What follows belongs to an exercise in optimizing a design on an open flow for small area; a production flow would make more cautious choices. Power figures rest on the tool's default switching activity, not on a simulated workload.

Setup of xenon:
==> flow/design.v (excerpt) <==
module isp_tile_packer #(
  parameter int IMGW_WIDTH     = 11,
  parameter int IMGH_WIDTH     = 11,
  parameter int PIX_WIDTH      = 24,
  parameter int LANES          = 32,
  parameter int ISP_DATA_WIDTH = 768,
  parameter int ISP_ADDR_WIDTH = 10
) (
  input  logic                      clk,
  input  logic                      rst_n,
  input  logic [IMGW_WIDTH-1:0]     img_width_i,
  input  logic [IMGH_WIDTH-1:0]     img_height_i,
  input  logic                      top_start_i,
  input  logic                      pix_vld_i,
  output logic                      pix_rdy_o,
  input  logic [PIX_WIDTH-1:0]      pix_dat_i,
  input  logic                      pix_sof_i,
  input  logic                      pix_eol_i,
  input  logic                      isp_rdy_i,
  output logic                      isp_resp_o,
  output logic                      isp_wen_o,
  output logic [ISP_ADDR_WIDTH-1:0] isp_waddr_o,
  output logic [ISP_DATA_WIDTH-1:0] isp_wdata_o,
  output logic                      isp_done_o,
  output logic                      busy_o,
  output logic                      frame_done_o,
  output logic                      err_o
);
Size: ~2800 cells after synthesis, roughly 810 flip-flops, roughly 840 I/O pins, ~25000 sq um of cells after synthesis.
==> module isp_tile_packer, before the edit <==
module isp_tile_packer #(
  parameter int IMGW_WIDTH     = 11,
  parameter int IMGH_WIDTH     = 11,
  parameter int PIX_WIDTH      = 24,
  parameter int LANES          = 32,
  parameter int ISP_DATA_WIDTH = 768,
  parameter int ISP_ADDR_WIDTH = 10
) (
  input  logic                      clk,
  input  logic                      rst_n,
  input  logic [IMGW_WIDTH-1:0]     img_width_i,
  input  logic [IMGH_WIDTH-1:0]     img_height_i,
  input  logic                      top_start_i,
  input  logic                      pix_vld_i,
  output logic                      pix_rdy_o,
  input  logic [PIX_WIDTH-1:0]      pix_dat_i,
  input  logic                      pix_sof_i,
  input  logic                      pix_eol_i,
  input  logic                      isp_rdy_i,
  output logic                      isp_resp_o,
  output logic                      isp_wen_o,
  output logic [ISP_ADDR_WIDTH-1:0] isp_waddr_o,
  output logic [ISP_DATA_WIDTH-1:0] isp_wdata_o,
  output logic                      isp_done_o,
  output logic                      busy_o,
  output logic                      frame_done_o,
  output logic                      err_o
);
  localparam int BUF_W = (LANES - 1) * PIX_WIDTH;
  typedef enum logic [1:0] {IDLE = 2'b00, WAIT_RDY = 2'b10, FILL = 2'b11, DONE = 2'b01} state_e;
  state_e                    state_q, state_d;
  logic [5:0]                tiles_q;       
  logic [IMGH_WIDTH-1:0]     lines_left_q;
  logic [4:0]                lane_q;        
  logic [4:0]                tile_q;        
  logic [4:0]                row_q;         
  logic                      first_q;       
  logic [BUF_W-1:0]          lane_buf_q;
  logic [PIX_WIDTH-1:0]      lane31_q;
  logic                      wen_q;
  logic                      done_q;
  logic [5:0] tiles_in;
  logic [5:0] tile_inc;
  logic       start_ok;
  logic       xfer;
  logic       last_lane;
  logic       last_tile;
  logic       last_col;
  logic       band_end;
  logic       lines_zero;
  assign tiles_in   = img_width_i[10:5];
  assign start_ok   = top_start_i && (state_q == IDLE) &&
                      (tiles_in != 6'd0) && (img_height_i != '0);
  assign pix_rdy_o  = (state_q == FILL);
  assign xfer       = pix_vld_i && pix_rdy_o;
  assign last_lane  = &lane_q;
  assign tile_inc   = {1'b0, tile_q} + 6'd1;
  assign last_tile  = (tile_inc == tiles_q);
  assign last_col   = last_lane && last_tile;
  assign lines_zero = (lines_left_q == '0);
  assign band_end   = xfer && last_col &&
                      ((&row_q) || (lines_left_q == IMGH_WIDTH'(1)));
  always_ff @(posedge clk or negedge rst_n) begin
    if (!rst_n) state_q <= IDLE;
    else        state_q <= state_d;
  end
  always_comb begin
    state_d = state_q;
    unique case (state_q)
      IDLE:     if (start_ok) state_d = WAIT_RDY;
      WAIT_RDY: if (isp_rdy_i) state_d = FILL;
      FILL:     if (band_end) state_d = DONE;
      DONE:     state_d = lines_zero ? IDLE : WAIT_RDY;
      default:  state_d = IDLE;
    endcase
  end
  assign isp_resp_o = (state_q == WAIT_RDY) && isp_rdy_i;
  assign busy_o     = (state_q != IDLE);
  always_ff @(posedge clk or negedge rst_n) begin
    if (!rst_n) begin
      wen_q  <= 1'b0;
      done_q <= 1'b0;
    end else begin
      wen_q  <= xfer && last_lane;
      done_q <= (state_q == DONE);
    end
  end
  always_ff @(posedge clk) begin
    if (start_ok) begin
      tiles_q      <= tiles_in;
      lines_left_q <= img_height_i;
      lane_q       <= '0;
      first_q      <= 1'b1;
    end else if (xfer) begin
      lane_q  <= lane_q + 5'd1;
      first_q <= 1'b0;
      if (last_col) lines_left_q <= lines_left_q - IMGH_WIDTH'(1);
      if (lane_q == 5'd0) begin
        if (first_q) begin
          tile_q <= '0;
          row_q  <= '0;
        end else if (last_tile) begin
          tile_q <= '0;
          row_q  <= row_q + 5'd1;
        end else begin
          tile_q <= tile_inc[4:0];
        end
      end
    end
  end
  for (genvar l = 0; l < LANES - 1; l++) begin : g_lane
    logic ld, hold;
    assign ld   = xfer && (lane_q == 5'(l));
    assign hold = (lane_q != 5'(l));
    always_ff @(posedge clk) begin
      lane_buf_q[l*PIX_WIDTH +: PIX_WIDTH] <=
          (lane_buf_q[l*PIX_WIDTH +: PIX_WIDTH] & {PIX_WIDTH{hold}}) |
          (pix_dat_i & {PIX_WIDTH{ld}});
    end
  end
  always_ff @(posedge clk) begin
    lane31_q <= pix_dat_i;
  end
  assign isp_wen_o    = wen_q;
  assign isp_waddr_o  = {row_q, tile_q};
  assign isp_wdata_o  = {lane31_q, lane_buf_q};
  assign isp_done_o   = done_q;
  assign frame_done_o = done_q && lines_zero;
  logic err_q;
  always_ff @(posedge clk or negedge rst_n) begin
    if (!rst_n) begin
      err_q <= 1'b0;
    end else if (start_ok) begin
      err_q <= 1'b0;
    end else if (xfer) begin
      if ((pix_sof_i != first_q) || (pix_eol_i != last_col)) begin
        err_q <= 1'b1;
      end
    end
  end
  assign err_o = err_q;
  logic unused_inputs;
  assign unused_inputs = ^{img_width_i[4:0], pix_sof_i, pix_eol_i};
endmodule
export LEC_CHECK = 0
export CAP_MARGIN = 0
export CORE_MARGIN = 2
export CORE_UTILIZATION = 40
export SLEW_MARGIN = 0
create_clock -name core_clock -period 6.0 [get_ports {clk}]
standard.sh (not shown) runs the stock make flow with config.mk's settings and CLKGATE_MAP_FILE= SYNTH_SCRIPT=/design/flow/synth_recipe.tcl, a recipe that flattens the netlist after the stock synthesis.
==> flow/flow/run.sh <==
#!/bin/bash
set -euo pipefail
cd "$(dirname "$0")/.."
bash standard.sh \
  "BUFFER_PORTS_ARGS=-buffer_cell sky130_fd_sc_hd__buf_1" \
  "CTS_ARGS=-sink_clustering_enable -repair_clock_nets -dont_use_dummy_load -buf_list sky130_fd_sc_hd__clkbuf_4 -sink_clustering_size 10 -sink_clustering_max_diameter 40" \
  finish > flow_standard.log 2>&1
## Diff of input files: zinc against xenon
--- a/flow/design.v
+++ b/flow/design.v
@@ -25,11 +25,11 @@
   output logic                      busy_o,
   output logic                      frame_done_o,
   output logic                      err_o
 );
   localparam int BUF_W = (LANES - 1) * PIX_WIDTH;
-  typedef enum logic [1:0] {IDLE = 2'b00, WAIT_RDY = 2'b10, FILL = 2'b11, DONE = 2'b01} state_e;
+  typedef enum logic [1:0] {IDLE, WAIT_RDY, FILL, DONE} state_e;
   state_e                    state_q, state_d;
   logic [5:0]                tiles_q;       
   logic [IMGH_WIDTH-1:0]     lines_left_q;
   logic [4:0]                lane_q;        
   logic [4:0]                tile_q;        
@@ -106,14 +106,19 @@
           tile_q <= tile_inc[4:0];
         end
       end
     end
   end
+  logic [3:0] lane_lo;
+  logic [7:0] lane_hi;
+  assign lane_lo = 4'b0001 << lane_q[1:0];
+  assign lane_hi = 8'b0000_0001 << lane_q[4:2];
   for (genvar l = 0; l < LANES - 1; l++) begin : g_lane
-    logic ld, hold;
-    assign ld   = xfer && (lane_q == 5'(l));
-    assign hold = (lane_q != 5'(l));
+    logic sel, ld, hold;
+    assign sel  = lane_lo[l % 4] && lane_hi[l / 4];
+    assign ld   = xfer && sel;
+    assign hold = !sel;
     always_ff @(posedge clk) begin
       lane_buf_q[l*PIX_WIDTH +: PIX_WIDTH] <=
           (lane_buf_q[l*PIX_WIDTH +: PIX_WIDTH] & {PIX_WIDTH{hold}}) |
           (pix_dat_i & {PIX_WIDTH{ld}});
     end
Taking xenon as 1.0, zinc lands at 0.938 on synthesized cell count.
Area occupied by multi-input gates: zinc > xenon
zinc: arrival time reported for the critical path endpoint 0.22 ns below xenon
zinc gives less combinational group share of total power than xenon did.
Re sequential cell area in the final layout: no difference whatsoever between xenon and zinc.
Compared with xenon, in zinc routed length on met3 fell by 1400 um, initial standard-cell utilization of the core fell by 0.32 points, total net switching power fell by 12%, wire length of the first global-routing pass rose by about 4.3%.
No functional check of the RTL was part of any run of this note.

re-timing with driven ports:
No port has a modelled driver above. Below, the same layouts with a new extraction and two added sets of constraints.
Step 1: set_driving_cell puts a clkbuf_16 on clk and a buf_2 on each other input, an assumption about the parent block.
Step 2 times the ports against the registers' clock, not the clock port: input delays grow and output delays shrink by t, the midpoint of the rising clock arrivals with the driver on.
Three values: ideal ports, drivers, drivers and shift; two values: the first two.
run	t, ns	slack for setup (ns)	cell pins on the clock port's net
xenon	0.883	2.077 / 2.013 / 2.444	1
zinc	0.893	2.302 / 2.243 / 2.181	1
After both steps setup and hold are still met in every run listed. The setup slack of zinc, which loses most, moves by -0.059 ns with the drivers and by -0.121 ns with both steps.
